Context: an optimization exercise on an open-source flow, tuned for small area and few clock cycles. The choices shown serve that exercise and are no tape-out recipe. The RTL of this run was laid out without a check of its function.

## flow/constraint.sdc

```tcl
create_clock -name core_clock -period 10.0 [get_ports {clock}]
set_input_delay 2.0000 -clock core_clock [delete_from_list [all_inputs] [get_ports {clock}]]
set_output_delay 2.0000 -clock core_clock [all_outputs]
set_load 0.01 [all_outputs]
```

## flow/design.v

```verilog
package spq_pkg;
   localparam int NOTE_W    = 7;
   localparam int PATTERN_W = 36;
   localparam int COUNT_W   = 4;
   localparam int CSR_IDX_W = 2;
   localparam int CSR_W     = PATTERN_W;
   localparam int STEPS     = 12;
   localparam logic [NOTE_W-1:0]  LOWEST_RESET  = 7'd24;
   localparam logic [COUNT_W-1:0] COUNT_RESET   = 4'd7;
   localparam logic [2*STEPS-1:0] STEPS_RESET   = 24'h000545;
   localparam logic [CSR_IDX_W-1:0] CSR_BASE_NOTE    = 2'd0;
   localparam logic [CSR_IDX_W-1:0] CSR_STEP_COUNT   = 2'd1;
   localparam logic [CSR_IDX_W-1:0] CSR_STEP_PATTERN = 2'd2;
endpackage
import spq_pkg::*;
module spq_fifo
#(
   parameter int WIDTH = NOTE_W
) (
   input  logic             clock,
   input  logic             reset,
   input  logic             push,
   input  logic [WIDTH-1:0] push_data,
   input  logic             pop,
   output logic [WIDTH-1:0] pop_data,
   output logic             full,
   output logic             empty
);
   logic [WIDTH-1:0] slot0_ff, slot1_ff;
   logic             valid0_ff, valid1_ff;
   logic             do_push;
   logic             do_pop;
   assign do_push = push && !valid1_ff;
   assign do_pop  = pop && valid0_ff;
   always_ff @(posedge clock) begin
      if (reset) begin
         valid0_ff <= 1'b0;
         valid1_ff <= 1'b0;
      end else begin
         valid0_ff <= valid1_ff || do_push || (valid0_ff && !do_pop);
         valid1_ff <= (valid1_ff && !do_pop) || (do_push && valid0_ff && !do_pop);
      end
      if (do_pop && valid1_ff) begin
         slot0_ff <= slot1_ff;
      end else if (do_push && (!valid0_ff || do_pop)) begin
         slot0_ff <= push_data;
      end
      if (do_push) begin
         slot1_ff <= push_data;
      end
   end
   assign pop_data = slot0_ff;
   assign full     = valid1_ff;
   assign empty    = !valid0_ff;
endmodule
import spq_pkg::*;
module spq_note_lookup
#(
   parameter int SPLIT = 2
) (
   input  logic              clock,
   input  logic              reset,
   input  logic [NOTE_W-1:0] lowest,
   input  logic [COUNT_W-1:0] count,
   input  logic [2*STEPS-1:0] steps,
   input  logic [STEPS-1:0][5:0] pos,
   input  logic [5:0]        period,
   input  logic              key_take,
   input  logic [NOTE_W-1:0] key,
   input  logic              note_take,
   output logic              note_valid,
   output logic [NOTE_W-1:0] note
);
   logic [NOTE_W-1:0] key_c;
   logic              below;
   logic [NOTE_W-1:0] base_in;
   logic [NOTE_W-1:0] part_in;
   logic [NOTE_W-1:0] base_ff;
   logic [NOTE_W-1:0] part_ff;
   logic              valid_ff;
   logic [NOTE_W-1:0] rem;
   logic [STEPS-1:0]  past;
   logic [STEPS-1:0]  hit;
   logic [1:0]        pos_lo;
   logic [1:0]        step_m1;
   logic              octave;
   logic [3:0]        into;
   logic              up;
   logic [NOTE_W:0]   lower;
   logic [NOTE_W:0]   upper;
   always_comb begin
      key_c   = (key == 7'd127) ? 7'd126 : key;
      below   = (key_c <= lowest);
      base_in = below ? lowest : key_c;
      part_in = below ? '0 : key_c - lowest;
      for (int i = NOTE_W - 1; i >= SPLIT; i--) begin
         if (({7'b0, period} << i) <= {6'b0, part_in}) begin
            part_in = part_in - NOTE_W'({1'b0, period} << i);
         end
      end
   end
   always_ff @(posedge clock) begin
      if (reset) begin
         valid_ff <= 1'b0;
      end else begin
         valid_ff <= key_take || (valid_ff && !note_take);
      end
      if (key_take) begin
         base_ff <= base_in;
         part_ff <= part_in;
      end
   end
   always_comb begin
      rem = part_ff;
      for (int i = SPLIT - 1; i >= 0; i--) begin
         if (({7'b0, period} << i) <= {6'b0, rem}) begin
            rem = rem - NOTE_W'({1'b0, period} << i);
         end
      end
   end
   assign octave = (count == '0);
   always_comb begin
      past[0] = 1'b1;
      for (int j = 1; j < STEPS; j++) begin
         past[j] = !octave && (rem[5:0] >= pos[j]);
      end
      for (int j = 0; j < STEPS; j++) begin
         hit[j] = past[j] && ((j == STEPS - 1) || !past[(j + 1) % STEPS]);
      end
      pos_lo  = '0;
      step_m1 = '0;
      for (int j = 0; j < STEPS; j++) begin
         pos_lo  = pos_lo | (hit[j] ? pos[j][1:0] : 2'b0);
         step_m1 = step_m1 | (hit[j] ? steps[2*j +: 2] : 2'b0);
      end
   end
   always_comb begin
      if (octave) begin
         into = rem[3:0];
         up   = (rem[3:0] >= 4'd6);
      end else begin
         into = {2'b0, rem[1:0] - pos_lo};
         up   = ({into[1:0], 1'b0} > {1'b0, step_m1});
      end
      lower = {1'b0, base_ff} - {4'b0, into};
      if (octave) begin
         upper = lower + 8'd12;
      end else begin
         upper = lower + {6'b0, step_m1} + 8'd1;
      end
      if (up && upper < 8'd127) begin
         note = upper[NOTE_W-1:0];
      end else begin
         note = lower[NOTE_W-1:0];
      end
   end
   assign note_valid = valid_ff;
endmodule
import spq_pkg::*;
module spq_scale_builder
(
   input  logic                 clock,
   input  logic                 reset,
   input  logic                 csr_we,
   input  logic [CSR_IDX_W-1:0] csr_index,
   input  logic [CSR_W-1:0]     csr_wdata,
   output logic [NOTE_W-1:0]    lowest,
   output logic [COUNT_W-1:0]   count,
   output logic [2*STEPS-1:0]   steps,
   output logic [STEPS-1:0][5:0] pos,
   output logic [5:0]           period,
   output logic                 settling
);
   logic [NOTE_W-1:0]  base_w;
   logic [NOTE_W-1:0]  lowest_w;
   logic [COUNT_W-1:0] count_w;
   logic [2*STEPS-1:0] steps_w;
   logic [STEPS-1:0][5:0] size;
   logic [STEPS-1:0][5:0] part;
   logic [5:0]         period_w;
   always_comb begin
      base_w = csr_wdata[NOTE_W-1:0];
      if (base_w >= 7'd21) begin
         lowest_w = base_w;
      end else if (base_w >= 7'd9) begin
         lowest_w = base_w + 7'd12;
      end else begin
         lowest_w = base_w + 7'd24;
      end
      count_w = (csr_wdata[3:0] > 4'd12) ? 4'd12 : csr_wdata[3:0];
      for (int i = 0; i < STEPS; i++) begin
         unique case (csr_wdata[3*i +: 3])
            3'd2:    steps_w[2*i +: 2] = 2'd1;
            3'd3:    steps_w[2*i +: 2] = 2'd2;
            3'd4:    steps_w[2*i +: 2] = 2'd3;
            default: steps_w[2*i +: 2] = 2'd0;
         endcase
      end
   end
   always_ff @(posedge clock) begin
      if (reset) begin
         lowest <= LOWEST_RESET;
         count  <= COUNT_RESET;
         steps  <= STEPS_RESET;
      end else if (csr_we) begin
         unique case (csr_index)
            CSR_BASE_NOTE:    lowest <= lowest_w;
            CSR_STEP_COUNT:   count  <= count_w;
            CSR_STEP_PATTERN: steps  <= steps_w;
            default: ;
         endcase
      end
   end
   always_comb begin
      for (int i = 0; i < STEPS; i++) begin
         size[i] = {4'b0, steps[2*i +: 2]} + 6'd1;
      end
      for (int g = 0; g < STEPS; g += 4) begin
         part[g] = size[g];
         for (int k = 1; k < 4; k++) begin
            part[g+k] = part[g+k-1] + size[g+k];
         end
      end
      pos[0] = '0;
      for (int j = 1; j <= 4; j++) begin
         pos[j] = part[j-1];
      end
      for (int j = 5; j <= 8; j++) begin
         pos[j] = pos[4] + part[j-1];
      end
      for (int j = 9; j < STEPS; j++) begin
         pos[j] = pos[8] + part[j-1];
      end
   end
   always_comb begin
      period_w = 6'd12;
      for (int n = 1; n < STEPS; n++) begin
         if (count == COUNT_W'(n)) begin
            period_w = pos[n];
         end
      end
      if (count == COUNT_W'(STEPS)) begin
         period_w = pos[8] + part[STEPS-1];
      end
   end
   always_ff @(posedge clock) begin
      if (reset) begin
         period   <= 6'd12;
         settling <= 1'b0;
      end else begin
         period   <= period_w;
         settling <= csr_we;
      end
   end
endmodule
import spq_pkg::*;
module scale_pitch_quantizer_core
(
   input  logic                 clock,
   input  logic                 reset,
   input  logic                 req_push,
   output logic                 req_full,
   input  logic [NOTE_W-1:0]    req_key,
   output logic                 rsp_empty,
   input  logic                 rsp_pop,
   output logic [NOTE_W-1:0]    rsp_scale_note,
   input  logic                 csr_we,
   input  logic [CSR_IDX_W-1:0] csr_index,
   input  logic [CSR_W-1:0]     csr_wdata
);
   logic [NOTE_W-1:0]  lowest;
   logic [COUNT_W-1:0] count;
   logic [2*STEPS-1:0] steps;
   logic [STEPS-1:0][5:0] pos;
   logic [5:0]         period;
   logic               key_take;
   logic               note_valid;
   logic               note_take;
   logic [NOTE_W-1:0]  note;
   logic               rsp_full;
   logic               settling;
   spq_scale_builder u_builder (
      .clock     (clock),
      .reset     (reset),
      .csr_we    (csr_we),
      .csr_index (csr_index),
      .csr_wdata (csr_wdata),
      .lowest    (lowest),
      .count     (count),
      .steps     (steps),
      .pos       (pos),
      .period    (period),
      .settling  (settling)
   );
   assign req_full  = (note_valid && rsp_full) || settling;
   assign key_take  = req_push && !req_full;
   assign note_take = note_valid && !rsp_full;
   spq_note_lookup u_lookup (
      .clock      (clock),
      .reset      (reset),
      .lowest     (lowest),
      .count      (count),
      .steps      (steps),
      .pos        (pos),
      .period     (period),
      .key_take   (key_take),
      .key        (req_key),
      .note_take  (note_take),
      .note_valid (note_valid),
      .note       (note)
   );
   spq_fifo #(
      .WIDTH (NOTE_W)
   ) u_rsp_queue (
      .clock     (clock),
      .reset     (reset),
      .push      (note_take),
      .push_data (note),
      .pop       (rsp_pop),
      .pop_data  (rsp_scale_note),
      .full      (rsp_full),
      .empty     (rsp_empty)
   );
endmodule
```

## flow/config.mk

```make
export PLATFORM = sky130hd
export DESIGN_NAME = scale_pitch_quantizer_core
export DESIGN_NICKNAME = scale_pitch_quantizer_core
export VERILOG_FILES = /design/flow/design.v
export SDC_FILE = /design/flow/constraint.sdc
export NUM_CORES = 4
export LEC_CHECK = 0
export CAP_MARGIN = 20
export CORE_MARGIN = 2
export CORE_UTILIZATION = 40
export SLEW_MARGIN = 20
```

## flow/run.sh

```bash
#!/bin/bash
# synth_recipe.tcl (not shown) runs the flow's synth.tcl, then flattens the netlist and writes it again
# the make line also repeats each setting of config.mk as NAME=value (left out here)
make -C /OpenROAD-flow-scripts/flow DESIGN_CONFIG=/design/flow/config.mk WORK_HOME=/design/flow/orfs CLKGATE_MAP_FILE= SYNTH_SCRIPT=/design/flow/synth_recipe.tcl finish
```

==> qor.yml <==
outcome:
  status: "finished with violations"
  so.violations: "setup timing"
floorplanning:
  coreArea_mm2: 0.0260
  die-area_mm2: 0.0277
  initial_core_util_pct: 40.6
  die_h_um: 166
  rows: 59
  die_width_um: 166
  ios: 59
yosys:
  ys_ff_latch: 73
  ys.warnings.count: 3
  yosysTopAreaCell: "ha_1"
  synth_nets: 1530
  async_flop_share_pct: 0
  synthTopCellsByArea: "ha_1 18%, dfxtp_1 8.5%, edfxtp_1 8.0%"
  synthesis.area_mm2: 0.0105
  synth.distinct_cells: 97
  syn_inst: 1296
  synth_top_area_share_pct: 18.4
  yosysSeqAreaShare_pct: 16.5
  synth_ff_type: "dfxtp_1"
  synth_edf_count: 28
  syn-mean-instance-area_um2: 8.13
global_routing:
  grt_pass1_wl_um: 56200
  grt_util_met1_pct: 35.3
  grt_use_met3_pct: 4.67
  grt-busiest-layer: "met2"
  overflow: 0
  grt_max_degree: 46
  grt_pass1_vias: 10300
  antenna_found_initial: 0
  grt_use_met2_pct: 40.3
  grt_use_total_pct: 25.6
placed_design:
  hpwl_um: 29200
  routabilityCongestion: 1.01
  place_ws_ns: -0.447
  port-buffer-count: 58
  dp_cells: 1852
timing:
  slew_headroom_pct: 32.5
  period_share_pct: 102
  hold_viol: 0
  clock_skew_ns: 0.00960
  setup_violations: 11
  rsz0062_at_grt: "true"
  layout_setup_ws_ns: -0.181
  fmax_mhz: 98.2
  fin_crit_ns: 10.18
  final-max-slew-violation-count: 0
  worstMarginPinSlew_ns: 1.01
  tns_ns: -1.11
drt:
  viasPerCell: 5.69
  routed_wl_um: 36300
  drt_pass1_iterations: 6
  detail_route.iter0.violations: 883
  wire_per_inst_um: 19.1
  num_vias: 10800
  ant_nets: 0
  remaining_drc_errors: 0
worst_setup_path:
  cp.arrival_ns: 10.28
  worst-path-max-fanout: 7
  worst-path-stages: 50
  cp_top_family: "adder cells"
  startpoint: "u_builder.steps[2]"
  path_common_cell: "buf_4"
  crit_path_end_kind: "register"
  startpoint_type: "register"
  max_stage_delay_ns: 0.57
  slowest_stage: "or4b_4"
  required_ns: 10.10
  cp_num_buf_inv: 16
  rr_worst_depth: 50
  critPathKind: "register to register"
  r2r_slack_ns: -0.18
  reg2reg_from: "u_builder.steps[2]"
finish:
  area_growth_pct: 34.9
  fillCellCount: 2457
  finalNetCount: 1798
  diodes: 0
  final_common_cell: "buf_4"
  final_cells: 1904
  drive_above_1_share_pct: 25.6
  layout_common_cells: "237 x buf_4, 136 x ha_1, 106 x nor2_1"
  final_util_pct: 54.7
clock_tree:
  cts_buffers: 9
  root_buffer: "clkbuf_16"
  clkLatencyLatePin_ns: 0.36
  cts_buffer_depth: 2
  cts_tree: "built"
  cts_sinks: 73
  cts.clk_slew.worst_paths_ns: 0.06
  cts_max_level: 3
  ctsHoldBuffers: 0
min_path:
  holdCritPathClass: "register to register"
  worstHoldStart: "u_builder.lowest[6]"
  worst_hold_path.num_cells: 2
run:
  cap_violations: 0
==> logic make-up after synthesis <==
group / Yosys count / synth area share (%)
AOI/OAI and AO/OA: 376 / 24.3
and+or+nand+nor: 387 / 18.3
xor gates and xnor gates: 94 / 8.09
adders and majority gates: 184 / 23.9
DFF: 73 / 16.5
buffers and inverters: 151 / 5.66
muxes: 31 / 3.22
==> per-layer routing <==
| layer | up-vias | share of wire, % |
|---|---|---|
| li1 | 5293 | - |
| met1 | 5084 | 45 |
| met2 | 369 | 44 |
| met3 | 82 | 7.2 |
| met4 | 0 | 3.7 |
| met5 | - | 0 |
==> sequential cells by signal (all words and copies together), names as in the netlist <==
register / flops
u_rsp_queue.slot0_ff: 7
u_lookup.part_ff: 7
u_builder.lowest: 7
u_lookup.base_ff: 7
u_rsp_queue.valid0_ff: 1
u_builder.steps: 24
u_rsp_queue.valid1_ff: 1
u_rsp_queue.slot1_ff: 7
u_builder.period: 6
u_builder.count: 4
u_lookup.valid_ff: 1
u_builder.settling: 1
==> worst paths after layout <==
path                                                 to
worst max register to register  u_rsp_queue.slot0_ff[3]
worst min-delay path                u_builder.lowest[6]
worst max-delay path            u_rsp_queue.slot0_ff[3]
worst min register to register      u_builder.lowest[6]
==> metrics by stage <==
stage	hold WS [ns]	cell area, um^2
floorplan	0.436	10800
global placement	0.447	13100
detailed placement	0.450	13100
CTS	0.458	13700
global route	0.489	14200
finish	0.459	14200
==> synthesized netlist by cell type (28+ instances only) <==
cell,instances
nand3_1,32
xnor2_1,55
a21oi_1,104
nor3_1,28
fa_1,29
a21o_1,32
ha_1,155
nor2_1,106
inv_1,108
edfxtp_1,28
xor2_1,37
dfxtp_1,45
nand2_1,97
o21ai_0,56
==> cell type report <==
type	instances	area, um^2	share of cell area [%]
Clock buffer	9	225	1.58
Clock inverter	7	103	0.721
Inverter	110	418	2.94
Timing Repair Buffer	298	2390	16.8
Multi-Input combinational cell	1072	8920	62.7
Sequential cell	73	1750	12.3
Tap cell	335	419	2.95
==> worst register-to-register path, delay by kind of cell, from the launching register on <==
kind                     cells  cell delay [ns]
adder cells (fa/ha/maj)     12             3.87
AO/OA/AOI/OAI               12             1.93
XOR/XNOR                     5             0.77
multiplexers                 2             0.46
buffers and inverters       16             1.78
AND/OR/NAND/NOR              3             0.81
flip-flops                   1             0.34
==> what timing repair did <==
action,in CTS,in global routing
gates resized for setup,22,76
setup buffers,20,15
setup endpoints to repair,14,19
endpoints found under the hold margin,0,0
pin swaps,16,38

==> re-timing with driven ports <==
How much do the figures lean on ideal ports? The routed layout below was timed once more, with nothing changed but the port constraints. Step 1 assumes that a clkbuf_16 drives the clock port and a buf_2 every other input. Step 2 times the ports against the registers' clock, not the clock port: input delays grow and output delays shrink by t, the midpoint of the rising clock arrivals with the driver on. a / b / c = ideal / step 1 / step 2; a / b = the first two.
t (ns): 0.404
slack for setup (ns): -0.181 / -0.181 / -0.181
worst setup path at the end: register to register
cell pins on the clock port's net: 1
For this run, drivers alone change the setup slack by 0.000 ns; drivers and shift together by 0.000 ns.
